What follows belongs to an exercise in optimizing a design on an open flow for small area, a short achievable clock period and few clock cycles per item; a production flow would make more cautious choices. Where RTL was checked, it was by simulation tests only, not by an equivalence proof against the original. The RTL of runs 1, 3 and 4 was laid out without a check of its function. Power is estimated from default activity; no workload was simulated.

==> design/flow/design.v <==
module dmem_wait (
    input  logic        clk,
    input  logic        reset,
    input  logic        req,
    input  logic        we,
    input  logic [1:0]  size,
    input  logic        signed_ld,
    input  logic [31:0] addr,
    input  logic [31:0] wdata,
    output logic [31:0] rdata,
    output logic        ready,
    output logic        err,
    output logic [31:0] io_out
);
    logic [63:0][31:0] r_mem;
    logic [31:0]       r_io_out;
    logic [31:0]       r_io_rd_n;   
    logic [31:0]       r_cyc;
    logic [31:0]       r_rdata;
    logic              r_ready;
    logic              r_err;
    logic        w_io, w_err, w_byte, w_half, w_word, w_ld, w_st;
    logic [1:0]  a;
    logic [3:0]  w_lane;
    logic [31:0] w_wrep;
    logic [31:0] w_cyc_next;
    always_comb begin
        a      = addr[1:0];
        w_io   = &addr[31:16];
        w_byte = (size == 2'd0);
        w_half = (size == 2'd1);
        w_word = (size == 2'd2);
        w_err  = (size == 2'd3) | (w_half & a[0]) | (w_word & (a != 2'd0)) | (w_io & ~w_word);
        w_ld   = ~we & ~w_err;
        w_st   = req & we & ~w_err;
        w_lane[0] = w_word | (w_half & ~a[1]) | (w_byte & (a == 2'd0));
        w_lane[1] = w_word | (w_half & ~a[1]) | (w_byte & (a == 2'd1));
        w_lane[2] = w_word | (w_half &  a[1]) | (w_byte & (a == 2'd2));
        w_lane[3] = w_word | (w_half &  a[1]) | (w_byte & (a == 2'd3));
        w_wrep[7:0]   = wdata[7:0];
        w_wrep[15:8]  = w_byte ? wdata[7:0] : wdata[15:8];
        w_wrep[23:16] = w_word ? wdata[23:16] : wdata[7:0];
        w_wrep[31:24] = w_word ? wdata[31:24] : (w_half ? wdata[15:8] : wdata[7:0]);
        w_cyc_next = r_cyc + 32'd1;
    end
    logic [3:0]       w_lane_we;
    logic [63:0][3:0] w_we;
    assign w_lane_we = {4{w_st & ~w_io}} & w_lane;
    dmem_wait_wdec u_wdec (.a(addr[7:2]), .lane(w_lane_we), .y(w_we));
    always_ff @(posedge clk) begin
        for (int i = 0; i < 64; i++) begin
            for (int k = 0; k < 4; k++) begin
                if (w_we[i][k]) begin
                    r_mem[i][8*k +: 8] <= w_wrep[8*k +: 8];
                end
            end
        end
    end
    logic [3:0][7:0]  w_lo, w_hi;
    logic [7:0][31:0] w_grp;      
    logic [31:0]      w_rd;
    for (genvar c = 0; c < 4; c++) begin : g_pdec
        dmem_wait_pdec u_plo (.a(addr[4:2]), .y(w_lo[c]));
        dmem_wait_pdec u_phi (.a(addr[7:5]), .y(w_hi[c]));
    end
    for (genvar h = 0; h < 8; h++) begin : g_grp
        for (genvar j = 0; j < 32; j++) begin : g_b
            dmem_wait_ao8 u_g (.sel(w_lo[j/8]),
                               .d({r_mem[8*h+7][j], r_mem[8*h+6][j], r_mem[8*h+5][j], r_mem[8*h+4][j],
                                   r_mem[8*h+3][j], r_mem[8*h+2][j], r_mem[8*h+1][j], r_mem[8*h][j]}),
                               .y(w_grp[h][j]));
        end
    end
    for (genvar j = 0; j < 32; j++) begin : g_rd
        dmem_wait_ao8 u_w (.sel(w_hi[j/8]),
                           .d({w_grp[7][j], w_grp[6][j], w_grp[5][j], w_grp[4][j],
                               w_grp[3][j], w_grp[2][j], w_grp[1][j], w_grp[0][j]}),
                           .y(w_rd[j]));
    end
    logic        w_mld, w_io_o, w_io_c;
    logic [3:0]  w_b, w_sb;
    logic [1:0]  w_h, w_sh;
    logic        w_w;
    logic [31:0] w_load;
    always_comb begin
        w_mld  = w_ld & ~w_io;
        w_io_o = w_ld & w_io & (addr[15:0] == 16'h0000);
        w_io_c = w_ld & w_io & (addr[15:0] == 16'h0004);
        w_b[0] = w_mld & (w_word | (w_half & ~a[1]) | (w_byte & (a == 2'd0)));
        w_b[1] = w_mld & w_byte & (a == 2'd1);
        w_b[2] = w_mld & ((w_half & a[1]) | (w_byte & (a == 2'd2)));
        w_b[3] = w_mld & w_byte & (a == 2'd3);
        w_h[0] = w_mld & (w_word | (w_half & ~a[1]));
        w_h[1] = w_mld & w_half & a[1];
        w_w    = w_mld & w_word;
        for (int k = 0; k < 4; k++) w_sb[k] = w_mld & signed_ld & w_byte & (a == 2'(k));
        w_sh[0] = w_mld & signed_ld & w_half & ~a[1];
        w_sh[1] = w_mld & signed_ld & w_half & a[1];
    end
    logic [7:0] w_sbg, w_shg;
    for (genvar h = 0; h < 8; h++) begin : g_sg
        dmem_wait_ao4 u_sb (.a0(w_sb[0]), .b0(w_grp[h][7]),  .a1(w_sb[1]), .b1(w_grp[h][15]),
                            .a2(w_sb[2]), .b2(w_grp[h][23]), .a3(w_sb[3]), .b3(w_grp[h][31]),
                            .y(w_sbg[h]));
        dmem_wait_ao22 u_sh (.a0(w_sh[0]), .b0(w_grp[h][15]), .a1(w_sh[1]), .b1(w_grp[h][31]),
                             .y(w_shg[h]));
    end
    logic [2:0] w_sb_n;
    logic [1:0] w_sh_n;
    for (genvar c = 0; c < 3; c++) begin : g_sbn
        dmem_wait_ao8n u_s (.sel(w_hi[c+1]), .d(w_sbg), .y_n(w_sb_n[c]));
    end
    for (genvar c = 0; c < 2; c++) begin : g_shn
        dmem_wait_ao8n u_s (.sel(w_hi[c+2]), .d(w_shg), .y_n(w_sh_n[c]));
    end
    for (genvar i = 0; i < 8; i++) begin : g_l0
        logic p0, p1, p2;
        dmem_wait_aoi22 u_p0 (.a0(w_b[0]), .b0(w_rd[i]),    .a1(w_b[1]), .b1(w_rd[8+i]),  .y(p0));
        dmem_wait_aoi22 u_p1 (.a0(w_b[2]), .b0(w_rd[16+i]), .a1(w_b[3]), .b1(w_rd[24+i]), .y(p1));
        dmem_wait_aoi22 u_p2 (.a0(w_io_o), .b0(~r_io_rd_n[i]), .a1(w_io_c), .b1(w_cyc_next[i]), .y(p2));
        dmem_wait_nand3 u_y (.a(p0), .b(p1), .c(p2), .y(w_load[i]));
    end
    for (genvar i = 8; i < 16; i++) begin : g_l1
        logic p0, p1;
        dmem_wait_aoi22 u_p0 (.a0(w_h[0]), .b0(w_rd[i]), .a1(w_h[1]), .b1(w_rd[16+i]), .y(p0));
        dmem_wait_aoi22 u_p1 (.a0(w_io_o), .b0(~r_io_rd_n[i]), .a1(w_io_c), .b1(w_cyc_next[i]), .y(p1));
        dmem_wait_nand3 u_y (.a(p0), .b(p1), .c(w_sb_n[0]), .y(w_load[i]));
    end
    for (genvar i = 16; i < 32; i++) begin : g_l2
        logic p0;
        dmem_wait_aoi222 u_p0 (.a0(w_w), .b0(w_rd[i]), .a1(w_io_o), .b1(~r_io_rd_n[i]),
                               .a2(w_io_c), .b2(w_cyc_next[i]), .y(p0));
        dmem_wait_nand3 u_y (.a(p0), .b(w_sb_n[i/8-1]), .c(w_sh_n[i/8-2]), .y(w_load[i]));
    end
    always_ff @(posedge clk) begin
        r_rdata <= w_load;
        r_err   <= w_err;
    end
    always_ff @(posedge clk) begin
        if (reset) r_ready <= 1'b0;
        else       r_ready <= req;
    end
    always_ff @(posedge clk) begin
        if (reset) begin
            r_io_out <= '0;
            r_io_rd_n <= '1;
        end else if (w_st & w_io & (addr[15:0] == 16'h0000)) begin
            r_io_out <= wdata;
            r_io_rd_n <= ~wdata;
        end
    end
    always_ff @(posedge clk) begin
        if (reset) r_cyc <= '0;
        else       r_cyc <= w_cyc_next;
    end
    assign rdata  = r_rdata;
    assign ready  = r_ready;
    assign err    = r_err;
    assign io_out = r_io_out;
endmodule
module dmem_wait_pdec (
    input  logic [2:0] a,
    output logic [7:0] y
);
    always_comb begin
        for (int l = 0; l < 8; l++) y[l] = (a == 3'(l));
    end
endmodule
module dmem_wait_wdec (
    input  logic [5:0]        a,
    input  logic [3:0]        lane,
    output logic [63:0][3:0]  y
);
    logic [7:0][3:0] hl_n;   
    logic [7:0]      lo_n;   
    always_comb begin
        for (int h = 0; h < 8; h++) begin
            for (int k = 0; k < 4; k++) hl_n[h][k] = ~((a[5:3] == 3'(h)) & lane[k]);
        end
        for (int l = 0; l < 8; l++) lo_n[l] = ~(a[2:0] == 3'(l));
    end
    for (genvar i = 0; i < 64; i++) begin : g_w
        for (genvar k = 0; k < 4; k++) begin : g_k
            dmem_wait_nor2 u_n (.a(hl_n[i/8][k]), .b(lo_n[i%8]), .y(y[i][k]));
        end
    end
endmodule
module dmem_wait_ao8 (
    input  logic [7:0] sel,
    input  logic [7:0] d,
    output logic       y
);
    logic [3:0] t;
    always_comb begin
        for (int g = 0; g < 4; g++) t[g] = ~((sel[2*g] & d[2*g]) | (sel[2*g+1] & d[2*g+1]));
        y = ~&t;
    end
endmodule
module dmem_wait_ao8n (
    input  logic [7:0] sel,
    input  logic [7:0] d,
    output logic       y_n
);
    logic [3:0] t;
    always_comb begin
        for (int g = 0; g < 4; g++) t[g] = ~((sel[2*g] & d[2*g]) | (sel[2*g+1] & d[2*g+1]));
        y_n = &t;
    end
endmodule
module dmem_wait_ao4 (
    input  logic a0, b0, a1, b1, a2, b2, a3, b3,
    output logic y
);
    logic t0, t1;
    always_comb begin
        t0 = ~((a0 & b0) | (a1 & b1));
        t1 = ~((a2 & b2) | (a3 & b3));
        y  = ~(t0 & t1);
    end
endmodule
module dmem_wait_ao22 (
    input  logic a0, b0, a1, b1,
    output logic y
);
    assign y = (a0 & b0) | (a1 & b1);
endmodule
module dmem_wait_aoi222 (
    input  logic a0, b0, a1, b1, a2, b2,
    output logic y
);
    assign y = ~((a0 & b0) | (a1 & b1) | (a2 & b2));
endmodule
module dmem_wait_nand2 (
    input  logic a, b,
    output logic y
);
    assign y = ~(a & b);
endmodule
module dmem_wait_nand4 (
    input  logic a, b, c, d,
    output logic y
);
    assign y = ~(a & b & c & d);
endmodule
module dmem_wait_nor2 (
    input  logic a, b,
    output logic y
);
    assign y = ~(a | b);
endmodule
module dmem_wait_aoi22 (
    input  logic a0, b0, a1, b1,
    output logic y
);
    assign y = ~((a0 & b0) | (a1 & b1));
endmodule
module dmem_wait_nand3 (
    input  logic a, b, c,
    output logic y
);
    assign y = ~(a & b & c);
endmodule
==> design/flow/flow/run.sh <==
#!/bin/bash
# Own flow: the standard layout (standard.sh, with the standard flow's synthesis and the
# settings of config.mk), except that the input and output ports are buffered
# with buf_4 cells instead of the cell buffer_ports picks by default.
set -euo pipefail
export BUFFER_PORTS_ARGS="-buffer_cell sky130_fd_sc_hd__buf_4"
bash standard.sh finish > make_finish.log 2>&1
==> design/flow/standard.sh <==
#!/bin/bash
# synth_recipe.tcl (not shown) runs the flow's synth.tcl, then flattens the netlist and writes it again
# the make line also repeats each setting of config.mk as NAME=value (left out here)
make -C /OpenROAD-flow-scripts/flow DESIGN_CONFIG=/design/flow/config.mk WORK_HOME=/design/flow/orfs CLKGATE_MAP_FILE= SYNTH_SCRIPT=/design/flow/synth_recipe.tcl "${@:-finish}"
==> design/flow/config.mk <==
export PLATFORM = sky130hd
export DESIGN_NAME = dmem_wait
export DESIGN_NICKNAME = dmem_wait
export VERILOG_FILES = /design/flow/design.v
export SDC_FILE = /design/flow/constraint.sdc
export NUM_CORES = 4
export LEC_CHECK = 0
export CAP_MARGIN = 20
export CORE_MARGIN = 2
export CORE_UTILIZATION = 65
export CTS_CLUSTER_DIAMETER = 100
export CTS_CLUSTER_SIZE = 22
export SETUP_SLACK_MARGIN = 2.7
export SLEW_MARGIN = 20
export SYNTH_HIERARCHICAL = 1
export SYNTH_MINIMUM_KEEP_SIZE = 0
export TNS_END_PERCENT = 10
==> design/flow/constraint.sdc <==
create_clock -name core_clock -period 5.0 [get_ports {clk}]
set_input_delay 1.0000 -clock core_clock [delete_from_list [all_inputs] [get_ports {clk}]]
set_output_delay 1.0000 -clock core_clock [all_outputs]
set_load 0.01 [all_outputs]
==> flow_summary.toml, run 1 <==
[run_status]
status = "complete, no violations"

[synth]
ys_types = 49
synth_edf_count = 2048
netlist.area_leader.share = 0.7629
seq_area_frac_synth = 0.7952
ys_seq_elements = 2178
yosys-top-cells-area = "edfxtp_1 76%, a22oi_1 11%, dfxtp_1 3.2%, nand4_1 2.6%, nor2_1 1.5%"
ys.warnings.count = 12
synth_async_sr_flop_share = 0
syn_nets = 4686
synth-main-ff-cell = "edfxtp_1"
synth_area_per_cell_sq_um = 17.47
postSynthCellCount = 4614
syn_area_sq_mm = 0.08061
yosysTopAreaCell = "edfxtp_1"

[placed_design]
dp.cells = 6575
dp_hpwl_um = 149800
io_buffer_count = 136
gp_congestion = 0.9399
pre_cts_ws_ns = 0.4486

[sta]
fmax_mhz = 355.6
fin_crit_sh = 0.5625
timing.final.crit_period_ns = 2.812
rsz0062_at_grt = "yes"
tns_ns = 0
tightest_slew_ns = 1.125
timing.hold.ws_ns = 0.4850
relSlewSlack = 0.2501
drv_slew = 0
setup-violations-final = 0
hold_viol = 0
clock-skew-final_ns = 0.02611
fin_ws_ns = 2.188

[floorplanning]
die_x_um = 356.2
core_area_sq_mm = 0.1233
floorplan.rows = 129
start_util = 0.6537
io_pins = 137
die_h_um = 356.2
dieArea_sq_mm = 0.1268

[clock_tree]
clockBufferDepth = 3
cts.sinks = 2178
clk_latency_ns = 0.76
cts-root-buf = "clkbuf_16"
path_clk_slew_ns = 0.09
cts_tree = "built"
cts_buffers = 108
cts_max_level = 3

[routing]
post_drt_wl_per_cell_um = 35.31
drt-met1-wl_um = 90440
wl_met2_um = 112600
drc = 0
routed-via-count = 52140
dr.max_layer_used = "met5"
wl_met3_um = 36820
drtIter0Drc = 9414
drtPass1Iterations = 11
via_per_inst = 7.361
antenna_left = 0
wl_um = 250100

[finish]
final_cells = 7083
drive_gt1_frac = 0.2589
fin_nets = 5442
area_growth_pct = 18.61
finish.utilization = 0.7753
mostFrequentLayoutCells = "2048 x edfxtp_1, 1004 x a22oi_1, 505 x buf_4"
final_common_cell = "edfxtp_1"

[critical_path]
startpoint_type = "input port"
end_kind = "register"
path_class = "in -> reg"
critPathMaxFanout = 6
cp_data_required_time_ns = 5.63
crit_arrival_ns = 3.45

[global_route]
grt_usage = 0.3855
grt_max_degree = 69
antenna_found_initial = 12
grt_pass1_wl_um = 346100
grt_pass1_vias = 48400
grt_overflow_total = 0

[run]
drv_cap = 0

[pwr]
ir_worst_vdd_mv = 0.3858
power_density_mw_per_mm2 = 336.3
leakage_uw = 0.02988

[worst_hold_path]
hp-class = "reg -> reg"
==> Yosys stat by module, one instance, submodules excluded, excerpt <==
module | cells | flops+latches
dmem_wait | 2660 | 2178
dmem_wait_ao22 | 1 | 0
dmem_wait_ao4 | 3 | 0
dmem_wait_ao8 | 5 | 0
dmem_wait_ao8n | 5 | 0
dmem_wait_aoi22 | 1 | 0
dmem_wait_pdec | 8 | 0
==> path summary, 6_finish.rpt <==
check                                    end  slack [ns]  cells after the start          from
worst max-delay path             r_rdata[18]        2.19                     11       addr[2]
worst min-delay path            r_io_out[15]        0.49                      2  r_io_out[15]
worst max register to register   r_rdata[23]        2.41                      6      r_cyc[2]
worst min register to register  r_io_out[15]        0.49                      2  r_io_out[15]
==> routing by layer <==
| metal | vias to the layer above | GRT usage |
|---|---|---|
| li1 | 21230 | - |
| met1 | 26330 | 0.5536 |
| met2 | 3969 | 0.5670 |
| met3 | 600 | 0.1152 |
| met4 | 12 | 0.1448 |
| met5 | - | 0 |
==> through the flow <==
step	power [uW]	instance area (sq um)
CTS	31910	93640
global placement	22390	85770
floorplan	21340	81010
detailed placement	22430	85770
global route	32810	95600
finish	32150	95610
==> flip-flops by register name (all words and copies together), names as in the netlist <==
| register | flops |
|---|---|
| r_mem | 2048 |
| r_cyc | 32 |
| r_io_out | 32 |
| r_io_rd_n | 32 |
| r_rdata | 32 |
| r_err | 1 |
| r_ready | 1 |
==> what timing repair did <==
action	in CTS	in global routing
gates cloned	32	9
pin swaps	174	149
hold buffers	0	0
resized for setup	607	209
buffers inserted	201	76
endpoints found under the setup margin	2410	2487
==> layout make-up <==
type / instances / area (sq um)
Timing Repair Buffer: 671 / 6671
Fill cell: 6899 / 27710
Clock buffer: 178 / 3029
Antenna cell: 7 / 17.52
Tap cell: 1637 / 2048
Sequential cell: 2178 / 64100
Clock inverter: 1 / 8.758
Inverter: 36 / 135.1
Multi-Input combinational cell: 2375 / 19590
==> cells by family after synthesis <==
logic type | share of synthesized area
buffers and inverters | 0.004486
AND/OR/NAND/NOR | 0.06637
multiplexers | 0.004331
XOR/XNOR | 0.002825
flip-flops | 0.7952
AO/OA/AOI/OAI | 0.1266
adder cells (fa/ha/maj) | 0.0001552
==> worst max-delay path, stage by stage <==
cell,delay (ns)
buf_16,0.14
buf_12,0.15
and3b_2,0.30
buf_4,0.19
a22oi_1,0.20
nand4_1,0.22
a22oi_2,0.35
nand4_1,0.18
buf_4,0.20
a222oi_1,0.38
nand3_2,0.10
==> synth_stat cells (16+ instances only) <==
library cell  number
nand2_1           25
mux2_2            31
a22oi_2           40
inv_1             36
edfxtp_1        2048
clkbuf_1          30
xnor2_1           16
nor3b_1           25
nand2b_1          27
nor3_1            18
dfxtp_1          130
and3b_2           24
a22oi_1         1192
nand3_1           47
nor2_1           326
a21boi_0          17
o21ai_0           32
nand4_1          329
nor2b_1           35
a222oi_1          16
==> report_power, final <==
part           switching (uW)  leakage (uW)  internal, uW
Clock                    5410       0.00145          4140
Sequential               46.1        0.0196         20100
Combinational            1720       0.00885           759
==> inputs of run 2 (changes only) <==
--- a/design/flow/design.v
+++ b/design/flow/design.v
@@ -15,5 +15,4 @@
     logic [63:0][31:0] r_mem;
     logic [31:0]       r_io_out;
-    logic [31:0]       r_io_rd_n;   
     logic [31:0]       r_cyc;
     logic [31:0]       r_rdata;
@@ -57,14 +56,12 @@
         end
     end
-    logic [3:0][7:0]  w_lo, w_hi;
+    logic [7:0]       w_lo, w_hi;
     logic [7:0][31:0] w_grp;      
     logic [31:0]      w_rd;
-    for (genvar c = 0; c < 4; c++) begin : g_pdec
-        dmem_wait_pdec u_plo (.a(addr[4:2]), .y(w_lo[c]));
-        dmem_wait_pdec u_phi (.a(addr[7:5]), .y(w_hi[c]));
-    end
+    dmem_wait_pdec u_plo (.a(addr[4:2]), .y(w_lo));
+    dmem_wait_pdec u_phi (.a(addr[7:5]), .y(w_hi));
     for (genvar h = 0; h < 8; h++) begin : g_grp
         for (genvar j = 0; j < 32; j++) begin : g_b
-            dmem_wait_ao8 u_g (.sel(w_lo[j/8]),
+            dmem_wait_ao8 u_g (.sel(w_lo),
                                .d({r_mem[8*h+7][j], r_mem[8*h+6][j], r_mem[8*h+5][j], r_mem[8*h+4][j],
                                    r_mem[8*h+3][j], r_mem[8*h+2][j], r_mem[8*h+1][j], r_mem[8*h][j]}),
@@ -73,5 +70,5 @@
     end
     for (genvar j = 0; j < 32; j++) begin : g_rd
-        dmem_wait_ao8 u_w (.sel(w_hi[j/8]),
+        dmem_wait_ao8 u_w (.sel(w_hi),
                            .d({w_grp[7][j], w_grp[6][j], w_grp[5][j], w_grp[4][j],
                                w_grp[3][j], w_grp[2][j], w_grp[1][j], w_grp[0][j]}),
@@ -109,8 +106,8 @@
     logic [1:0] w_sh_n;
     for (genvar c = 0; c < 3; c++) begin : g_sbn
-        dmem_wait_ao8n u_s (.sel(w_hi[c+1]), .d(w_sbg), .y_n(w_sb_n[c]));
+        dmem_wait_ao8n u_s (.sel(w_hi), .d(w_sbg), .y_n(w_sb_n[c]));
     end
     for (genvar c = 0; c < 2; c++) begin : g_shn
-        dmem_wait_ao8n u_s (.sel(w_hi[c+2]), .d(w_shg), .y_n(w_sh_n[c]));
+        dmem_wait_ao8n u_s (.sel(w_hi), .d(w_shg), .y_n(w_sh_n[c]));
     end
     for (genvar i = 0; i < 8; i++) begin : g_l0
@@ -118,5 +115,5 @@
         dmem_wait_aoi22 u_p0 (.a0(w_b[0]), .b0(w_rd[i]),    .a1(w_b[1]), .b1(w_rd[8+i]),  .y(p0));
         dmem_wait_aoi22 u_p1 (.a0(w_b[2]), .b0(w_rd[16+i]), .a1(w_b[3]), .b1(w_rd[24+i]), .y(p1));
-        dmem_wait_aoi22 u_p2 (.a0(w_io_o), .b0(~r_io_rd_n[i]), .a1(w_io_c), .b1(w_cyc_next[i]), .y(p2));
+        dmem_wait_aoi22 u_p2 (.a0(w_io_o), .b0(r_io_out[i]), .a1(w_io_c), .b1(w_cyc_next[i]), .y(p2));
         dmem_wait_nand3 u_y (.a(p0), .b(p1), .c(p2), .y(w_load[i]));
     end
@@ -124,10 +121,10 @@
         logic p0, p1;
         dmem_wait_aoi22 u_p0 (.a0(w_h[0]), .b0(w_rd[i]), .a1(w_h[1]), .b1(w_rd[16+i]), .y(p0));
-        dmem_wait_aoi22 u_p1 (.a0(w_io_o), .b0(~r_io_rd_n[i]), .a1(w_io_c), .b1(w_cyc_next[i]), .y(p1));
+        dmem_wait_aoi22 u_p1 (.a0(w_io_o), .b0(r_io_out[i]), .a1(w_io_c), .b1(w_cyc_next[i]), .y(p1));
         dmem_wait_nand3 u_y (.a(p0), .b(p1), .c(w_sb_n[0]), .y(w_load[i]));
     end
     for (genvar i = 16; i < 32; i++) begin : g_l2
         logic p0;
-        dmem_wait_aoi222 u_p0 (.a0(w_w), .b0(w_rd[i]), .a1(w_io_o), .b1(~r_io_rd_n[i]),
+        dmem_wait_aoi222 u_p0 (.a0(w_w), .b0(w_rd[i]), .a1(w_io_o), .b1(r_io_out[i]),
                                .a2(w_io_c), .b2(w_cyc_next[i]), .y(p0));
         dmem_wait_nand3 u_y (.a(p0), .b(w_sb_n[i/8-1]), .c(w_sh_n[i/8-2]), .y(w_load[i]));
@@ -144,8 +141,6 @@
         if (reset) begin
             r_io_out <= '0;
-            r_io_rd_n <= '1;
         end else if (w_st & w_io & (addr[15:0] == 16'h0000)) begin
             r_io_out <= wdata;
-            r_io_rd_n <= ~wdata;
         end
     end
==> design/flow/run.sh (new file) <==
#!/bin/bash
# synth_recipe.tcl (not shown) runs the flow's synth.tcl, then flattens the netlist and writes it again
# the make line also repeats each setting of config.mk as NAME=value (left out here)
make -C /OpenROAD-flow-scripts/flow DESIGN_CONFIG=/design/flow/config.mk WORK_HOME=/design/flow/orfs CLKGATE_MAP_FILE= SYNTH_SCRIPT=/design/flow/synth_recipe.tcl finish
--- a/design/flow/config.mk
+++ b/design/flow/config.mk
@@ -8,5 +8,5 @@
 export CAP_MARGIN = 20
 export CORE_MARGIN = 2
-export CORE_UTILIZATION = 65
+export CORE_UTILIZATION = 50
 export CTS_CLUSTER_DIAMETER = 100
 export CTS_CLUSTER_SIZE = 22
removed: design/flow/flow/run.sh
removed: design/flow/standard.sh
==> run 2 against run 1 <==
Compared with the run above: synthesized cell count decreased by 4.8%; largest cell class unchanged; total power decreased by 0.65%; worst setup slack improved by 0.0056 ns; global-route usage decreased by 7.7 points; critical path type unchanged; die area increased by 27%; first-iteration DRC count decreased by 14%; synthesized area decreased by 2.4%; register-to-register slack got worse by 0.09 ns; sequential cell count decreased by 32; non-clock buffer count increased by 83; core utilization decreased by 16 points; sequential power about the same.
==> flow_summary.toml, run 2 <==
[floorplanning]
floorplan.rows = 145
io_pins = 137
core_area_sq_mm = 0.1562
dieArea_sq_mm = 0.1605
die_h_um = 400.6
die_x_um = 400.6
start_util = 0.5035

[finish]
fin_nets = 5305
finalInstanceArea_sq_mm = 0.09659
area_growth_pct = 22.81
largest_reg_flops = 2048
num-fill-cells = 11040
largest-register = "r_mem"
mostFrequentLayoutCells = "2048 x edfxtp_1, 945 x a22oi_1, 357 x buf_4"
final_common_cell = "edfxtp_1"
drive_gt1_frac = 0.2811

[sta]
setup-violations-final = 0
clock-skew-final_ns = 0.04212
fmax_mhz = 356.3
fin_crit_sh = 0.5613
timing.hold.ws_ns = 0.4893
rsz0062_at_grt = "yes"
drv_slew = 0
relSlewSlack = 0.3226
hold_viol = 0
timing.final.crit_period_ns = 2.807
tightest_slew_ns = 1.016

[pwr]
total_power_uw = 31940
leakage_uw = 0.02976
ir_worst_vdd_mv = 0.3184
power_density_mw_per_mm2 = 330.7

[synth]
syn_area_sq_mm = 0.07865
ys_seq_elements = 2146
seq_area_frac_synth = 0.8069
syn_nets = 4463
yosysMostFrequentCell = "edfxtp_1"
synth-main-ff-cell = "edfxtp_1"
ys_types = 50
netlist.area_leader.share = 0.7820
yosysTopAreaCell = "edfxtp_1"
yosys-top-cells-area = "edfxtp_1 78%, a22oi_1 11%, dfxtp_1 2.5%, nand4_1 2.4%, nor2_1 1.4%"
synth_area_per_cell_sq_um = 17.91
synth_async_sr_flop_share = 0
synth_common_cells = "2048 x edfxtp_1, 1188 x a22oi_1, 306 x nand4_1, 287 x nor2_1, 98 x dfxtp_1"
postSynthCellCount = 4391
ys.warnings.count = 12
synth_edf_count = 2048

[placed_design]
placed_cell_area_sq_mm = 0.08551
io_buffer_count = 136
dp_hpwl_um = 147800
gp_congestion = 0.9106

[worst_hold_path]
hp-class = "reg -> reg"

[clock_tree]
path_clk_slew_ns = 0.09
cts.sinks = 2146
cts_tree = "built"
cts_max_level = 3
cts_hold_buf = 0
cts_buffers = 107
clk_latency_ns = 0.78
clockBufferDepth = 3
cts-root-buf = "clkbuf_16"

[routing]
via_per_inst = 6.827
dr.max_layer_used = "met5"
drc = 0
drt-met1-wl_um = 101300
drtPass1Iterations = 9
drtIter0Drc = 8064
antenna_left = 0
post_drt_wl_per_cell_um = 35.12
routed-via-count = 50180
wl_met2_um = 115700
wl_um = 258100
wl_met3_um = 31080

[global_route]
grt_usage = 0.3080
grt_pass1_vias = 46910
grt_overflow_total = 0
grt_pass1_wl_um = 354100
grt_max_degree = 65
antenna_found_initial = 16

[run_status]
status = "complete, no violations"

[critical_path]
cpPeakStageDelay_ns = 0.40
critPathMaxFanout = 8
path_class = "in -> reg"
critPathMostFrequentCell = "a22oi_2"
cp_cell_sequence = "buf_16 -> and3b_4 -> buf_12 -> buf_8 -> buf_12 -> buf_16 -> a22oi_2 -> nand4_1 -> a22oi_2 -> nand4_1 -> a22oi_2 -> nand3_1"
slowest_stage = "nand4_1"
end_kind = "register"
cp_data_required_time_ns = 5.64
crit_arrival_ns = 3.45
startpoint_type = "input port"

[run]
drv_cap = 0
[run 2: per-stage QoR]
stage          TNS (ns)  setup slack [ns]  std cells    util
3_5_place_dp          0            0.2564       6871  0.5474
6_report              0             2.193       7350  0.6183
2_1_floorplan    -68.34            -2.200       4391       -
5_1_grt               0             2.191       7341  0.6182
3_3_place_gp          0            0.2809       6871  0.5474
4_1_cts               0             2.320       7239  0.6001
[run 2: final timing paths]
check                               from          end  slack, ns  cells past startpoint
worst max register to register  r_cyc[3]  r_rdata[24]       2.32                      7
worst max-delay path             addr[3]   r_rdata[4]       2.19                     12
worst min register to register  r_cyc[0]     r_cyc[0]       0.49                      1
worst min-delay path            r_cyc[0]     r_cyc[0]       0.49                      1
[run 2: cell families (layout without fill, tap and decap cells)]
| logic type | count (synthesis) | in the layout | share of synthesized area |
|---|---|---|---|
| flip-flops | 2146 | 2146 | 0.8069 |
| AO/OA/AOI/OAI | 1303 | 1303 | 0.1262 |
| AND/OR/NAND/NOR | 858 | 867 | 0.05842 |
| buffers and inverters | 35 | 918 | 0.002371 |
| XOR/XNOR | 31 | 31 | 0.003452 |
| multiplexers | 17 | 17 | 0.002434 |
| adder cells (fa/ha/maj) | 1 | 1 | 0.0001591 |
| other | 0 | 9 | 0 |
[run 2: area by class of cell]
cell class,instances,area (sq um),share of cell area
multi-input cells,2219,18580,0.1924
clock buffers,154,2918,0.03021
inverters,5,18.77,0.0001943
repair buffers,754,8806,0.09117
diodes,9,22.52,0.0002332
flip-flops and latches,2146,63600,0.6584
well taps,2058,2575,0.02666
clock inverters,5,68.82,0.0007125
[run 2: metal layers]
| metal | track usage | vias to the layer above |
|---|---|---|
| met5 | 0.01041 | - |
| met4 | 0.1145 | 6 |
| met3 | 0.07346 | 433 |
| met2 | 0.4549 | 3235 |
| met1 | 0.4464 | 25920 |
| li1 | - | 20590 |
[run 2: worst max-delay path, delay by kind of cell]
kind            cells  cell delay, ns
compound gates      3            0.81
simple gates        4            0.89
buf+inv             5            0.69
[run 2: per-module statistics from Yosys (local to each module, per instance)]
| module | copies in the design | flip-flops and latches | cells inside | area, sq um |
|---|---|---|---|---|
| dmem_wait | 1 | 2146 | 2485 | 65450 |
| dmem_wait_wdec | 1 | 0 | 49 | 422.9 |
| dmem_wait_pdec | 2 | 0 | 8 | 65.06 |
| dmem_wait_ao8n | 5 | 0 | 5 | 38.79 |
| dmem_wait_ao8 | 288 | 0 | 5 | 36.28 |
| dmem_wait_ao4 | 8 | 0 | 3 | 18.77 |
| dmem_wait_aoi22 | 40 | 0 | 1 | 12.51 |
| dmem_wait_aoi222 | 16 | 0 | 1 | 10.01 |
| dmem_wait_ao22 | 8 | 0 | 1 | 8.758 |
| dmem_wait_nand3 | 32 | 0 | 1 | 5.005 |
| dmem_wait_nor2 | 256 | 0 | 1 | 3.754 |
[run 2: power by group]
group	internal, uW	total [uW]	switching [uW]
logic	813	2550	1730
clock network	4060	9560	5500
registers	19800	19800	37.2
[run 2: what timing repair did]
item,4_1_cts,5_1_grt
setup endpoints to repair,3533,3084
endpoints found under the hold margin,0,0
gates resized for setup,881,341
pin swaps,163,232
gates cloned,40,19
buffers inserted,169,83
Testbench counts of run 2, summed over its fixed seeds: cycles 24,000, items 12,000.
==> inputs of run 3 (changes only) <==
--- a/design/flow/design.v
+++ b/design/flow/design.v
@@ -15,9 +15,10 @@
     logic [63:0][31:0] r_mem;
     logic [31:0]       r_io_out;
+    logic [31:0]       r_io_rd_n;   
     logic [31:0]       r_cyc;
     logic [31:0]       r_rdata;
     logic              r_ready;
     logic              r_err;
-    logic        w_io, w_err, w_byte, w_half, w_word, w_ld, w_st;
+    logic        w_io, w_err, w_err_m, w_byte, w_half, w_word, w_ld, w_st;
     logic [1:0]  a;
     logic [3:0]  w_lane;
@@ -30,6 +31,7 @@
         w_half = (size == 2'd1);
         w_word = (size == 2'd2);
-        w_err  = (size == 2'd3) | (w_half & a[0]) | (w_word & (a != 2'd0)) | (w_io & ~w_word);
-        w_ld   = ~we & ~w_err;
+        w_err_m = (size == 2'd3) | (w_half & a[0]) | (w_word & (a != 2'd0));
+        w_err  = w_err_m | (w_io & ~w_word);
+        w_ld   = ~we & ~w_err_m;
         w_st   = req & we & ~w_err;
         w_lane[0] = w_word | (w_half & ~a[1]) | (w_byte & (a == 2'd0));
@@ -45,5 +47,5 @@
     logic [3:0]       w_lane_we;
     logic [63:0][3:0] w_we;
-    assign w_lane_we = {4{w_st & ~w_io}} & w_lane;
+    assign w_lane_we = {4{req & we & ~w_err_m & ~w_io}} & w_lane;
     dmem_wait_wdec u_wdec (.a(addr[7:2]), .lane(w_lane_we), .y(w_we));
     always_ff @(posedge clk) begin
@@ -56,12 +58,14 @@
         end
     end
-    logic [7:0]       w_lo, w_hi;
+    logic [3:0][7:0]  w_lo, w_hi;
     logic [7:0][31:0] w_grp;      
     logic [31:0]      w_rd;
-    dmem_wait_pdec u_plo (.a(addr[4:2]), .y(w_lo));
-    dmem_wait_pdec u_phi (.a(addr[7:5]), .y(w_hi));
+    for (genvar c = 0; c < 4; c++) begin : g_pdec
+        dmem_wait_pdec u_plo (.a(addr[4:2]), .y(w_lo[c]));
+        dmem_wait_pdec_m u_phi (.a(addr[7:5]), .ahi(addr[31:16]), .y(w_hi[c]));
+    end
     for (genvar h = 0; h < 8; h++) begin : g_grp
         for (genvar j = 0; j < 32; j++) begin : g_b
-            dmem_wait_ao8 u_g (.sel(w_lo),
+            dmem_wait_ao8 u_g (.sel(w_lo[j/8]),
                                .d({r_mem[8*h+7][j], r_mem[8*h+6][j], r_mem[8*h+5][j], r_mem[8*h+4][j],
                                    r_mem[8*h+3][j], r_mem[8*h+2][j], r_mem[8*h+1][j], r_mem[8*h][j]}),
@@ -70,5 +74,5 @@
     end
     for (genvar j = 0; j < 32; j++) begin : g_rd
-        dmem_wait_ao8 u_w (.sel(w_hi),
+        dmem_wait_ao8 u_w (.sel(w_hi[j/8]),
                            .d({w_grp[7][j], w_grp[6][j], w_grp[5][j], w_grp[4][j],
                                w_grp[3][j], w_grp[2][j], w_grp[1][j], w_grp[0][j]}),
@@ -81,7 +85,7 @@
     logic [31:0] w_load;
     always_comb begin
-        w_mld  = w_ld & ~w_io;
-        w_io_o = w_ld & w_io & (addr[15:0] == 16'h0000);
-        w_io_c = w_ld & w_io & (addr[15:0] == 16'h0004);
+        w_mld  = w_ld;
+        w_io_o = ~we & w_word & w_io & (addr[15:0] == 16'h0000);
+        w_io_c = ~we & w_word & w_io & (addr[15:0] == 16'h0004);
         w_b[0] = w_mld & (w_word | (w_half & ~a[1]) | (w_byte & (a == 2'd0)));
         w_b[1] = w_mld & w_byte & (a == 2'd1);
@@ -106,8 +110,8 @@
     logic [1:0] w_sh_n;
     for (genvar c = 0; c < 3; c++) begin : g_sbn
-        dmem_wait_ao8n u_s (.sel(w_hi), .d(w_sbg), .y_n(w_sb_n[c]));
+        dmem_wait_ao8n u_s (.sel(w_hi[c+1]), .d(w_sbg), .y_n(w_sb_n[c]));
     end
     for (genvar c = 0; c < 2; c++) begin : g_shn
-        dmem_wait_ao8n u_s (.sel(w_hi), .d(w_shg), .y_n(w_sh_n[c]));
+        dmem_wait_ao8n u_s (.sel(w_hi[c+2]), .d(w_shg), .y_n(w_sh_n[c]));
     end
     for (genvar i = 0; i < 8; i++) begin : g_l0
@@ -115,5 +119,5 @@
         dmem_wait_aoi22 u_p0 (.a0(w_b[0]), .b0(w_rd[i]),    .a1(w_b[1]), .b1(w_rd[8+i]),  .y(p0));
         dmem_wait_aoi22 u_p1 (.a0(w_b[2]), .b0(w_rd[16+i]), .a1(w_b[3]), .b1(w_rd[24+i]), .y(p1));
-        dmem_wait_aoi22 u_p2 (.a0(w_io_o), .b0(r_io_out[i]), .a1(w_io_c), .b1(w_cyc_next[i]), .y(p2));
+        dmem_wait_aoi22 u_p2 (.a0(w_io_o), .b0(~r_io_rd_n[i]), .a1(w_io_c), .b1(w_cyc_next[i]), .y(p2));
         dmem_wait_nand3 u_y (.a(p0), .b(p1), .c(p2), .y(w_load[i]));
     end
@@ -121,12 +125,12 @@
         logic p0, p1;
         dmem_wait_aoi22 u_p0 (.a0(w_h[0]), .b0(w_rd[i]), .a1(w_h[1]), .b1(w_rd[16+i]), .y(p0));
-        dmem_wait_aoi22 u_p1 (.a0(w_io_o), .b0(r_io_out[i]), .a1(w_io_c), .b1(w_cyc_next[i]), .y(p1));
+        dmem_wait_aoi22 u_p1 (.a0(w_io_o), .b0(~r_io_rd_n[i]), .a1(w_io_c), .b1(w_cyc_next[i]), .y(p1));
         dmem_wait_nand3 u_y (.a(p0), .b(p1), .c(w_sb_n[0]), .y(w_load[i]));
     end
     for (genvar i = 16; i < 32; i++) begin : g_l2
-        logic p0;
-        dmem_wait_aoi222 u_p0 (.a0(w_w), .b0(w_rd[i]), .a1(w_io_o), .b1(r_io_out[i]),
-                               .a2(w_io_c), .b2(w_cyc_next[i]), .y(p0));
-        dmem_wait_nand3 u_y (.a(p0), .b(w_sb_n[i/8-1]), .c(w_sh_n[i/8-2]), .y(w_load[i]));
+        logic p0, p1;
+        dmem_wait_aoi22 u_p0 (.a0(w_w), .b0(w_rd[i]), .a1(w_io_o), .b1(~r_io_rd_n[i]), .y(p0));
+        dmem_wait_nand2 u_p1 (.a(w_io_c), .b(w_cyc_next[i]), .y(p1));
+        dmem_wait_nand4 u_y (.a(p0), .b(p1), .c(w_sb_n[i/8-1]), .d(w_sh_n[i/8-2]), .y(w_load[i]));
     end
     always_ff @(posedge clk) begin
@@ -141,6 +145,8 @@
         if (reset) begin
             r_io_out <= '0;
+            r_io_rd_n <= '1;
         end else if (w_st & w_io & (addr[15:0] == 16'h0000)) begin
             r_io_out <= wdata;
+            r_io_rd_n <= ~wdata;
         end
     end
@@ -162,4 +168,13 @@
     end
 endmodule
+module dmem_wait_pdec_m (
+    input  logic [2:0]  a,
+    input  logic [15:0] ahi,
+    output logic [7:0]  y
+);
+    always_comb begin
+        for (int l = 0; l < 8; l++) y[l] = ~&ahi & (a == 3'(l));
+    end
+endmodule
 module dmem_wait_wdec (
     input  logic [5:0]        a,
@@ -220,10 +235,4 @@
     assign y = (a0 & b0) | (a1 & b1);
 endmodule
-module dmem_wait_aoi222 (
-    input  logic a0, b0, a1, b1, a2, b2,
-    output logic y
-);
-    assign y = ~((a0 & b0) | (a1 & b1) | (a2 & b2));
-endmodule
 module dmem_wait_nand2 (
     input  logic a, b,
==> design/flow/flow/run.sh (new file) <==
#!/bin/bash
# Own flow: the standard layout (standard.sh, with the standard flow's synthesis and the
# settings of config.mk), except that the input and output ports are buffered
# with buf_4 cells instead of the cell buffer_ports picks by default.
set -euo pipefail
export BUFFER_PORTS_ARGS="-buffer_cell sky130_fd_sc_hd__buf_4"
bash standard.sh finish > make_finish.log 2>&1
==> design/flow/standard.sh (new file) <==
#!/bin/bash
# synth_recipe.tcl (not shown) runs the flow's synth.tcl, then flattens the netlist and writes it again
# the make line also repeats each setting of config.mk as NAME=value (left out here)
make -C /OpenROAD-flow-scripts/flow DESIGN_CONFIG=/design/flow/config.mk WORK_HOME=/design/flow/orfs CLKGATE_MAP_FILE= SYNTH_SCRIPT=/design/flow/synth_recipe.tcl "${@:-finish}"
--- a/design/flow/config.mk
+++ b/design/flow/config.mk
@@ -8,5 +8,5 @@
 export CAP_MARGIN = 20
 export CORE_MARGIN = 2
-export CORE_UTILIZATION = 50
+export CORE_UTILIZATION = 65
 export CTS_CLUSTER_DIAMETER = 100
 export CTS_CLUSTER_SIZE = 22
removed: design/flow/run.sh
==> run 3 against run 2 <==
Compared with the run above: largest cell class unchanged; largest power group unchanged; combinational power barely moved; clock skew fell by 0.014 ns; highest routed layer unchanged; critical path type unchanged; global-route usage rose by 8.7 points; maximum frequency fell by 1.8%; worst setup slack got worse by 0.052 ns; still clean on timing, DRC and antenna.
==> flow_summary.toml, run 3 <==
[synth]
seq_area_frac_synth = 0.7959
synth-main-ff-cell = "edfxtp_1"
yosysTopAreaCell = "edfxtp_1"
ys_types = 51
ys.warnings.count = 13
postSynthCellCount = 4637
syn_nets = 4709
yosysMostFrequentCell = "edfxtp_1"
netlist.area_leader.share = 0.7636
ys_seq_elements = 2178
synth_edf_count = 2048
yosys-top-cells-area = "edfxtp_1 76%, a22oi_1 11%, dfxtp_1 3.2%, nand4_1 2.6%, nor2_1 1.5%"
synth_area_per_cell_sq_um = 17.37
syn_area_sq_mm = 0.08053
synth_async_sr_flop_share = 0
synth_common_cells = "2048 x edfxtp_1, 1188 x a22oi_1, 338 x nand4_1, 313 x nor2_1, 149 x nand2_1"

[critical_path]
cp_cell_sequence = "buf_8 -> buf_4 -> nand4_1 -> nor4_4 -> buf_6 -> buf_6 -> nor3_1 -> buf_4 -> a22oi_2 -> nand4_1 -> a22oi_2 -> nand3_1"
rrSetupSlack_ns = 2.41
path_buf_inv = 5
critPathMaxFanout = 8
cpPeakStageDelay_ns = 0.54
end_kind = "register"
path_delay_family = "simple AND/OR/NAND/NOR gates"
path_class = "in -> reg"
cp_data_required_time_ns = 5.66
startpoint_type = "input port"
slowest_stage = "nand4_1"
crit_arrival_ns = 3.52

[floorplanning]
core_area_sq_mm = 0.1233
die_h_um = 356.0
floorplan.rows = 129
start_util = 0.6531
io_pins = 137
die_x_um = 356.0
dieArea_sq_mm = 0.1267

[clock_tree]
cts_tree = "built"
cts_max_level = 3
cts-root-buf = "clkbuf_16"
cts_buffers = 108
path_clk_slew_ns = 0.10
cts_hold_buf = 0
clk_latency_ns = 0.78
cts.sinks = 2178
clockBufferDepth = 3

[sta]
clock-skew-final_ns = 0.02847
hold_viol = 0
setup-violations-final = 0
relSlewSlack = 0.1936
timing.final.crit_period_ns = 2.859
drv_slew = 0
tightest_slew_ns = 1.205
timing.hold.ws_ns = 0.4627
tns_ns = 0
fmax_mhz = 349.8
fin_crit_sh = 0.5718
rsz0062_at_grt = "yes"

[finish]
largest-register = "r_mem"
largest_reg_flops = 2048
final_cells = 7067
mostFrequentLayoutCells = "2048 x edfxtp_1, 1030 x a22oi_1, 412 x buf_4"
area_growth_pct = 18.44
final_common_cell = "edfxtp_1"
finalInstanceArea_sq_mm = 0.09538
finish.utilization = 0.7735
fin_nets = 5440
drive_gt1_frac = 0.2475

[routing]
post_drt_wl_per_cell_um = 35.74
drtPass1Iterations = 6
drtIter0Drc = 10040
via_per_inst = 7.389
antenna_left = 0
routed-via-count = 52220
drc = 0
wl_um = 252600

[global_route]
grt_pass1_vias = 49030
grt_max_degree = 78
grt_overflow_total = 0
antenna_found_initial = 17
grt_usage = 0.3948
grt_pass1_wl_um = 354700

[placed_design]
dp_hpwl_um = 144700
placed_cell_area_sq_mm = 0.08568
dp.cells = 6571
gp_congestion = 0.9264
io_buffer_count = 136

[run]
drv_cap = 0

[pwr]
leakage_uw = 0.02940
power_density_mw_per_mm2 = 338.1
ir_worst_vdd_mv = 0.3875

[worst_hold_path]
hp-class = "reg -> reg"

[run_status]
status = "complete, no violations"
run 3: changes by cell type after synthesis, sizes merged, moves of 18 or more:
cell,before,now
a21o,1,19
inv,5,39
nand2,89,149
nand3,48,30
nor2,287,315
nand4,306,342
dfxtp,98,130
run 3: cells by family (layout without fill, tap and decap cells):
logic type               Yosys count  in the layout  share of synthesized area
other                              0              3                          0
buffers and inverters             81            834                   0.004474
AO/OA/AOI/OAI                   1332           1332                     0.1269
adder cells (fa/ha/maj)            1              1                  0.0001553
XOR/XNOR                          31             31                   0.003371
flip-flops                      2178           2178                     0.7959
multiplexers                      10             10                   0.001398
AND/OR/NAND/NOR                 1004           1041                    0.06778
run 3: modules after synthesis, one instance, submodules excluded, excerpt:
module | area, sq um | cells inside
dmem_wait_wdec | 422.9 | 49
dmem_wait_pdec_m | 121.4 | 14
dmem_wait_pdec | 65.06 | 8
dmem_wait_ao8n | 38.79 | 5
dmem_wait_ao8 | 36.28 | 5
dmem_wait_ao4 | 18.77 | 3
dmem_wait_aoi22 | 12.51 | 1
dmem_wait_ao22 | 8.758 | 1
dmem_wait_nand4 | 6.256 | 1
dmem_wait_nand3 | 5.005 | 1
dmem_wait_nor2 | 3.754 | 1
dmem_wait_nand2 | 3.754 | 1
run 3: layout make-up:
| type | count | area (sq um) |
|---|---|---|
| repair buffers | 626 | 6718 |
| clock buffers | 165 | 2980 |
| multi-input cells | 2415 | 19330 |
| fillers | 6914 | 27930 |
| inverters | 39 | 146.4 |
| clock inverters | 4 | 50.05 |
| flip-flops and latches | 2178 | 64100 |
| diodes | 3 | 7.507 |
| well taps | 1637 | 2048 |
run 3: worst reg2reg max path, cell delays in order (launching register included):
cell and delay, ns:
dfxtp_1 0.44, nand4_1 0.27, nor2_1 0.91, nand3_1 0.20, xnor2_1 0.51, a22oi_2 0.12, nand3_2 0.11
run 3: metrics by stage:
step	power [uW]	setup WS, ns
3_5_place_dp	22470	0.5866
2_1_floorplan	21360	1.655
5_1_grt	32910	2.117
3_3_place_gp	22420	0.6244
6_report	32250	2.141
4_1_cts	32070	2.167
run 3: layer usage:
| metal | wire length, um | vias to the layer above | global-route usage |
|---|---|---|---|
| li1 | - | 21230 | - |
| met4 | 10500 | 14 | 0.1511 |
| met1 | 92490 | 26140 | 0.5839 |
| met5 | 87 | - | 0 |
| met3 | 39040 | 547 | 0.1154 |
| met2 | 110400 | 4282 | 0.5628 |
run 3: what timing repair did:
item,CTS,global route
setup endpoints to repair,2659,3054
pin swaps,233,20
endpoints found under the hold margin,0,0
gates resized for setup,508,260
gates cloned,57,3
buffers inserted,214,50
run 3: worst paths after layout:
| check | start | end | cells past startpoint |
|---|---|---|---|
| max | addr[25] | r_rdata[6] | 12 |
| min | r_io_out[20] | r_io_out[20] | 2 |
| max reg2reg | r_cyc[3] | r_rdata[13] | 6 |
| min reg2reg | r_io_out[20] | r_io_out[20] | 2 |
run 3: report_power, final:
group / switching [uW] / internal (uW) / total, uW
clock network: 5490 / 4120 / 9600
logic: 1780 / 757 / 2540
registers: 41.1 / 20100 / 20100
==> inputs of run 4 (changes only) <==
==> design/flow/run.sh (new file) <==
#!/bin/bash
# synth_recipe.tcl (not shown) runs the flow's synth.tcl, then flattens the netlist and writes it again
# the make line also repeats each setting of config.mk as NAME=value (left out here)
make -C /OpenROAD-flow-scripts/flow DESIGN_CONFIG=/design/flow/config.mk WORK_HOME=/design/flow/orfs CLKGATE_MAP_FILE= SYNTH_SCRIPT=/design/flow/synth_recipe.tcl finish
removed: design/flow/flow/run.sh
removed: design/flow/standard.sh
==> run 4 against run 3 <==
Compared with the run above: sequential cell count did not move; largest power group unchanged; clock power barely moved; global-route usage fell by 1.7 points; register-to-register slack improved by 0.20 ns; sequential power barely moved; still clean; synthesized cell count did not move; via count fell by 0.83%; count of clock-buffer cells in the layout rose by 10; critical path type unchanged; total power fell by 0.16%.
==> flow_summary.toml, run 4 <==
[finish]
final_common_cell = "edfxtp_1"
largest_reg_flops = 2048
fin_nets = 5412
mostFrequentLayoutCells = "2048 x edfxtp_1, 1064 x a22oi_1, 338 x nand4_1"
area_growth_pct = 17.91
drive_gt1_frac = 0.2196
num-fill-cells = 6931
largest-register = "r_mem"
finish.utilization = 0.7700

[placed_design]
pre_cts_ws_ns = 0.5195
dp_hpwl_um = 146000
gp_congestion = 0.9080
io_buffer_count = 136

[floorplanning]
start_util = 0.6531
floorplan.rows = 129
die_x_um = 356.0
dieArea_sq_mm = 0.1267
die_h_um = 356.0
core_area_sq_mm = 0.1233
io_pins = 137

[synth]
postSynthCellCount = 4637
synth_area_per_cell_sq_um = 17.37
synth_edf_count = 2048
yosys-top-cells-area = "edfxtp_1 76%, a22oi_1 11%, dfxtp_1 3.2%, nand4_1 2.6%, nor2_1 1.5%"
ys.warnings.count = 13
ys_types = 51
syn_nets = 4709
seq_area_frac_synth = 0.7959
synth-main-ff-cell = "edfxtp_1"
yosysTopAreaCell = "edfxtp_1"
netlist.area_leader.share = 0.7636
synth_async_sr_flop_share = 0
ys_seq_elements = 2178
synth_common_cells = "2048 x edfxtp_1, 1188 x a22oi_1, 338 x nand4_1, 313 x nor2_1, 149 x nand2_1"
yosysMostFrequentCell = "edfxtp_1"
syn_area_sq_mm = 0.08053

[critical_path]
cp_data_required_time_ns = 5.67
path_class = "in -> reg"
critPathMaxFanout = 25
startpoint_type = "input port"
crit_arrival_ns = 3.70
end_kind = "register"

[sta]
relSlewSlack = 0.1222
fmax_mhz = 330.4
setup-violations-final = 0
rsz0062_at_grt = "yes"
fin_crit_sh = 0.6053
tightest_slew_ns = 1.317
hold_viol = 0
fin_ws_ns = 1.973
timing.final.crit_period_ns = 3.027
drv_slew = 0
tns_ns = 0
clock-skew-final_ns = 0.03186

[global_route]
grt_pass1_wl_um = 343000
grt_max_degree = 78
grt_overflow_total = 0
antenna_found_initial = 10
grt_pass1_vias = 48370
grt_usage = 0.3781

[clock_tree]
path_clk_slew_ns = 0.09
cts_hold_buf = 0
clk_latency_ns = 0.76
cts_max_level = 3
clockBufferDepth = 3
cts.sinks = 2178
cts_tree = "built"
cts-root-buf = "clkbuf_16"
cts_buffers = 108

[worst_hold_path]
hp-class = "reg -> reg"

[routing]
drc = 0
antenna_left = 0
wl_met3_um = 33720
wl_um = 243100
via_per_inst = 7.342
drtPass1Iterations = 8
wl_met2_um = 109400
drt-met1-wl_um = 90580
drtIter0Drc = 9293
dr.max_layer_used = "met5"
routed-via-count = 51790
post_drt_wl_per_cell_um = 34.47

[pwr]
power_density_mw_per_mm2 = 339.1
ir_worst_vdd_mv = 0.4333
leakage_uw = 0.02897
total_power_uw = 32200

[run]
drv_cap = 0

[run_status]
status = "complete, no violations"
## run 4: kinds of logic (layout without fill, tap and decap cells)
group,after synthesis,in the layout,share of synthesized area
DFF,2178,2178,0.7959
AOI/OAI and AO/OA,1332,1332,0.1269
and+or+nand+nor,1004,1023,0.06778
buffers and inverters,81,834,0.004474
xor gates and xnor gates,31,31,0.003371
muxes,10,10,0.001398
adders and majority gates,1,1,0.0001553
other,0,7,0
## run 4: per-stage QoR
stage / hold slack, ns / area (sq um) / std cells
finish: 0.4619 / 94960 / 7053
global route: 0.4845 / 94940 / 7046
CTS: 0.4623 / 93150 / 6988
detailed placement: 0.4459 / 86150 / 6586
global placement: 0.4386 / 86120 / 6585
floorplan: 0.4297 / 80930 / 4637
## run 4: per-module statistics from Yosys (local to each module, per instance), excerpt
module            flip-flops and latches  copies in the design
dmem_wait_nor2                         0                   256
dmem_wait_ao22                         0                     8
dmem_wait_pdec_m                       0                     4
dmem_wait_nand3                        0                    16
dmem_wait_nand2                        0                    16
dmem_wait_ao8n                         0                     5
dmem_wait                           2178                     1
dmem_wait_ao4                          0                     8
dmem_wait_nand4                        0                    16
dmem_wait_pdec                         0                     4
dmem_wait_wdec                         0                     1
dmem_wait_ao8                          0                   288
## run 4: worst max-delay path, stage by stage
cell	delay [ns]
buf_2	0.47
buf_6	0.41
nand2_1	0.14
nor3_1	0.65
buf_4	0.36
a22oi_1	0.16
nand4_1	0.11
buf_4	0.15
a22oi_2	0.07
nand4_1	0.11
## run 4: per-layer routing
metal | GRT usage | vias up
met3 | 0.1010 | 497
met2 | 0.5576 | 4002
met1 | 0.5541 | 26140
li1 | - | 21140
met5 | 0 | -
met4 | 0.1312 | 6
## run 4: path summary, 6_finish.rpt
| check | from | end | slack [ns] | cells after the start |
|---|---|---|---|---|
| worst min-delay path | r_io_out[20] | r_io_out[20] | 0.46 | 2 |
| worst max register to register | r_cyc[3] | r_rdata[17] | 2.61 | 6 |
| worst min register to register | r_io_out[20] | r_io_out[20] | 0.46 | 2 |
| worst max-delay path | addr[6] | r_rdata[17] | 1.97 | 10 |
## run 4: power breakdown
| part | total, uW | switching [uW] | internal [uW] |
|---|---|---|---|
| clock | 9600 | 5480 | 4120 |
| sequential | 20100 | 31.4 | 20100 |
| combinational | 2490 | 1740 | 755 |
| total | 32200 | 7250 | 24900 |
## run 4: timing repair
| item | in CTS | in global routing |
|---|---|---|
| setup buffers | 198 | 53 |
| endpoints found under the setup margin | 3737 | 3255 |
| resized for setup | 531 | 298 |
| cloned | 25 | 2 |
| endpoints found under the hold margin | 0 | 0 |
| pin swaps | 131 | 36 |
## run 4: final cells by class
type | count | area [sq um] | area share
tap | 1637 | 2048 | 0.02157
antenna | 7 | 17.52 | 0.0001845
inverter | 39 | 146.4 | 0.001542
clock inverter | 4 | 53.80 | 0.0005666
timing repair buffer | 616 | 6465 | 0.06808
multi-input combinational | 2397 | 19120 | 0.2014
clock buffer | 175 | 2997 | 0.03156
sequential | 2178 | 64110 | 0.6751
==> inputs of run 5 (changes only) <==
--- a/design/flow/design.v
+++ b/design/flow/design.v
@@ -15,5 +15,4 @@
     logic [63:0][31:0] r_mem;
     logic [31:0]       r_io_out;
-    logic [31:0]       r_io_rd_n;   
     logic [31:0]       r_cyc;
     logic [31:0]       r_rdata;
@@ -119,5 +118,5 @@
         dmem_wait_aoi22 u_p0 (.a0(w_b[0]), .b0(w_rd[i]),    .a1(w_b[1]), .b1(w_rd[8+i]),  .y(p0));
         dmem_wait_aoi22 u_p1 (.a0(w_b[2]), .b0(w_rd[16+i]), .a1(w_b[3]), .b1(w_rd[24+i]), .y(p1));
-        dmem_wait_aoi22 u_p2 (.a0(w_io_o), .b0(~r_io_rd_n[i]), .a1(w_io_c), .b1(w_cyc_next[i]), .y(p2));
+        dmem_wait_aoi22 u_p2 (.a0(w_io_o), .b0(r_io_out[i]), .a1(w_io_c), .b1(w_cyc_next[i]), .y(p2));
         dmem_wait_nand3 u_y (.a(p0), .b(p1), .c(p2), .y(w_load[i]));
     end
@@ -125,10 +124,10 @@
         logic p0, p1;
         dmem_wait_aoi22 u_p0 (.a0(w_h[0]), .b0(w_rd[i]), .a1(w_h[1]), .b1(w_rd[16+i]), .y(p0));
-        dmem_wait_aoi22 u_p1 (.a0(w_io_o), .b0(~r_io_rd_n[i]), .a1(w_io_c), .b1(w_cyc_next[i]), .y(p1));
+        dmem_wait_aoi22 u_p1 (.a0(w_io_o), .b0(r_io_out[i]), .a1(w_io_c), .b1(w_cyc_next[i]), .y(p1));
         dmem_wait_nand3 u_y (.a(p0), .b(p1), .c(w_sb_n[0]), .y(w_load[i]));
     end
     for (genvar i = 16; i < 32; i++) begin : g_l2
         logic p0, p1;
-        dmem_wait_aoi22 u_p0 (.a0(w_w), .b0(w_rd[i]), .a1(w_io_o), .b1(~r_io_rd_n[i]), .y(p0));
+        dmem_wait_aoi22 u_p0 (.a0(w_w), .b0(w_rd[i]), .a1(w_io_o), .b1(r_io_out[i]), .y(p0));
         dmem_wait_nand2 u_p1 (.a(w_io_c), .b(w_cyc_next[i]), .y(p1));
         dmem_wait_nand4 u_y (.a(p0), .b(p1), .c(w_sb_n[i/8-1]), .d(w_sh_n[i/8-2]), .y(w_load[i]));
@@ -145,8 +144,6 @@
         if (reset) begin
             r_io_out <= '0;
-            r_io_rd_n <= '1;
         end else if (w_st & w_io & (addr[15:0] == 16'h0000)) begin
             r_io_out <= wdata;
-            r_io_rd_n <= ~wdata;
         end
     end
==> design/flow/flow/run.sh (new file) <==
#!/bin/bash
# Own flow: the standard layout (standard.sh, with the standard flow's synthesis and the
# settings of config.mk), except that the input and output ports are buffered
# with buf_4 cells instead of the cell buffer_ports picks by default.
set -euo pipefail
export BUFFER_PORTS_ARGS="-buffer_cell sky130_fd_sc_hd__buf_4"
bash standard.sh finish > make_finish.log 2>&1
==> design/flow/standard.sh (new file) <==
#!/bin/bash
# synth_recipe.tcl (not shown) runs the flow's synth.tcl, then flattens the netlist and writes it again
# the make line also repeats each setting of config.mk as NAME=value (left out here)
make -C /OpenROAD-flow-scripts/flow DESIGN_CONFIG=/design/flow/config.mk WORK_HOME=/design/flow/orfs CLKGATE_MAP_FILE= SYNTH_SCRIPT=/design/flow/synth_recipe.tcl "${@:-finish}"
removed: design/flow/run.sh
==> run 5 against run 4 <==
Compared with the run above: via count shrank 0.38%; cell count shrank 1.4%; maximum frequency up 11%; synthesized area down 0.82%; clock power down 2%; core utilization rose by 1.1 points; non-clock buffer count increased by 34.
==> flow_summary.toml, run 5 <==
[run_status]
status = "complete, no violations"

[sta]
drv_slew = 0
timing.final.crit_period_ns = 2.739
fmax_mhz = 365.1
clock-skew-final_ns = 0.03648
tightest_slew_ns = 1.199
rsz0062_at_grt = "yes"
relSlewSlack = 0.1945
setup-violations-final = 0
tns_ns = 0
fin_ws_ns = 2.261
hold_viol = 0
fin_crit_sh = 0.5478

[synth]
synth_top_family_by_area = "compound AO/OA/AOI/OAI gates"
yosysMostFrequentCell = "edfxtp_1"
synth-main-ff-cell = "edfxtp_1"
synth_area_per_cell_sq_um = 17.71
synth_edf_count = 2048
synth_async_sr_flop_share = 0
yosysTopAreaCell = "edfxtp_1"
syn_nets = 4582
postSynthCellCount = 4510
synthMuxAreaShare = 0.007253
ys_types = 56
seq_area_frac_synth = 0.7945
synth_xor_xnor_area_share = 0.002303
synth_common_cells = "2048 x edfxtp_1, 1188 x a22oi_1, 336 x nand4_1, 295 x nor2_1, 98 x dfxtp_1"
synth_compound_area_frac = 0.1242
netlist.area_leader.share = 0.7699
synth_adder_area_share = 0.0001566
syn_area_sq_mm = 0.07988
synth_simple_gate_area_frac = 0.06910
yosys-top-cells-area = "edfxtp_1 77%, a22oi_1 11%, nand4_1 2.6%, dfxtp_1 2.5%, nor2_1 1.4%"
ys.warnings.count = 13
ys_seq_elements = 2146

[global_route]
grt_pass1_wl_um = 343300
antenna_found_initial = 7
grt_usage = 0.3832
grt_overflow_total = 0
grt_max_degree = 105
grt_pass1_vias = 47750

[floorplanning]
die_x_um = 354.6
core_area_sq_mm = 0.1219
die_h_um = 354.6
dieArea_sq_mm = 0.1257
io_pins = 137
start_util = 0.6554
floorplan.rows = 128

[routing]
drc = 0
routed-via-count = 51590
wl_met2_um = 111200
via_per_inst = 7.417
drt-met1-wl_um = 90590
drtPass1Iterations = 6
drtIter0Drc = 9539
post_drt_wl_per_cell_um = 35.55
dr.max_layer_used = "met5"
antenna_left = 0
wl_met3_um = 35120
wl_um = 247300

[clock_tree]
clockBufferDepth = 3
cts_hold_buf = 0
cts_max_level = 3
path_clk_slew_ns = 0.10
clk_latency_ns = 0.75
cts_tree = "built"
cts-root-buf = "clkbuf_16"
cts.sinks = 2146
cts_buffers = 107

[finish]
mostFrequentLayoutCells = "2048 x edfxtp_1, 995 x a22oi_1, 446 x buf_4"
finish.utilization = 0.7809
largest-register = "r_mem"
fin_nets = 5333
largest_reg_flops = 2048
final_cells = 6956
drive_gt1_frac = 0.2608
finalInstanceArea_sq_mm = 0.09517
final_common_cell = "edfxtp_1"
area_growth_pct = 19.15

[critical_path]
cpPeakStageDelay_ns = 0.38
critPathMaxFanout = 6
end_kind = "register"
path_buf_inv = 4
cp_cell_sequence = "buf_16 -> buf_12 -> nor3b_4 -> buf_12 -> a22oi_2 -> nand4_1 -> a22oi_2 -> nand4_1 -> buf_6 -> a22oi_2 -> nand3_1"
crit_arrival_ns = 3.38
cp_data_required_time_ns = 5.64
startpoint_type = "input port"
path_class = "in -> reg"
slowest_stage = "a22oi_2"
critPathMostFrequentCell = "a22oi_2"
path_delay_family = "simple AND/OR/NAND/NOR gates"

[pwr]
ir_worst_vdd_mv = 0.3448
leakage_uw = 0.02913
power_density_mw_per_mm2 = 334.1

[worst_hold_path]
hp-class = "reg -> reg"

[run]
drv_cap = 0

[placed_design]
io_buffer_count = 136
gp_congestion = 0.9516
pre_cts_ws_ns = 0.6018
placed_cell_area_sq_mm = 0.08555
dp_hpwl_um = 144700
dp.cells = 6479
==> run 5: path summary, 6_finish.rpt <==
| path | start | to | slack [ns] | cells past startpoint |
|---|---|---|---|---|
| worst min-delay path | r_cyc[0] | r_cyc[0] | 0.49 | 1 |
| worst min register to register | r_cyc[0] | r_cyc[0] | 0.49 | 1 |
| worst max register to register | r_cyc[0] | r_cyc[30] | 2.58 | 5 |
| worst max-delay path | addr[3] | r_rdata[5] | 2.26 | 11 |
==> run 5: through the flow <==
step	total power (uW)	hold slack, ns
floorplan	21120	0.4372
global placement	22170	0.4547
detailed placement	22210	0.4708
CTS	31580	0.4927
global route	32440	0.5220
finish	31790	0.4936
==> run 5: cell type report <==
class,count,area (sq um)
antenna,2,5.005
clock buffer,174,2950
clock inverter,3,36.28
fill,6648,26710
inverter,5,18.77
multi-input combinational,2351,19770
sequential,2146,63460
tap,1625,2033
timing repair buffer,650,6902
==> run 5: kinds of logic (layout without fill, tap and decap cells) <==
logic type	after synthesis	in the layout
flip-flops	2146	2146
XOR/XNOR	21	21
adder cells (fa/ha/maj)	1	1
AO/OA/AOI/OAI	1288	1288
multiplexers	55	55
buffers and inverters	39	832
other	0	2
AND/OR/NAND/NOR	960	986
==> run 5: worst reg2reg max path: cells and delay by family (launching register included) <==
family / cells / cell delay, ns
simple gates: 3 / 1.28
flops: 1 / 0.40
mux: 1 / 0.34
fa+ha+maj: 1 / 0.29
==> run 5: per-layer routing <==
metal | GRT usage | up-vias
li1 | - | 20960
met1 | 0.5602 | 26150
met2 | 0.5736 | 3882
met3 | 0.1017 | 591
met4 | 0.1207 | 10
met5 | 0 | -
==> run 5: per-module statistics from Yosys (local to each module, per instance) <==
module	cells	flops+latches	times used	area (sq um)
dmem_wait_nor2	1	0	256	3.754
dmem_wait_ao8	5	0	288	36.28
dmem_wait_aoi22	1	0	56	12.51
dmem_wait_nand2	1	0	16	3.754
dmem_wait_wdec	49	0	1	422.9
dmem_wait_pdec	8	0	4	65.06
dmem_wait_nand3	1	0	16	5.005
dmem_wait_ao4	3	0	8	18.77
dmem_wait	2516	2146	1	65940
dmem_wait_nand4	1	0	16	6.256
dmem_wait_ao8n	5	0	5	38.79
dmem_wait_ao22	1	0	8	8.758
dmem_wait_pdec_m	14	0	4	121.4
==> run 5: power by group <==
part           switching, uW  internal, uW  total (uW)  leakage, uW
registers               34.6         19800       19800       0.0193
logic                   1740           781        2520      0.00838
clock network           5370          4050        9420      0.00143
total                   7150         24600       31800       0.0291
==> run 5: timing repair <==
item	in CTS	in global routing
endpoints found under the setup margin	3101	3120
pin swaps	165	96
setup buffers	194	48
cloned	42	12
gates resized for setup	608	169
Testbench counts of run 5, summed over its fixed seeds: cycles 24,000, items 12,000.

afterwards: timing with drivers on the ports:
In the flow no input, the clock included, has a driving cell. The finished layouts below were timed again as built, in two steps. Step 1: set_driving_cell puts a clkbuf_16 on clk and a buf_2 on each other input, an assumption about the parent block. Step 2 times the ports against the registers' clock, not the clock port: input delays grow and output delays shrink by t, the midpoint of the rising clock arrivals with the driver on. a / b / c = ideal / step 1 / step 2; a / b = the first two.
| run | t (ns) | setup WS [ns] | clock arrival spread, ns |
|---|---|---|---|
| run 1 | 0.834 | 2.188 / 1.791 / 0.957 | 0.028 / 0.028 |
| run 2 | 0.843 | 2.193 / 2.063 / 1.220 | 0.044 / 0.044 |
| run 3 | 0.849 | 2.141 / 1.884 / 1.035 | 0.030 / 0.031 |
| run 4 | 0.823 | 1.973 / 1.944 / 1.121 | 0.034 / 0.034 |
| run 5 | 0.820 | 2.261 / 1.903 / 1.083 | 0.038 / 0.037 |
After both steps every run listed still meets setup and hold. For run 1, which loses most, drivers alone change the setup slack by -0.397 ns; drivers and shift together by -1.231 ns.
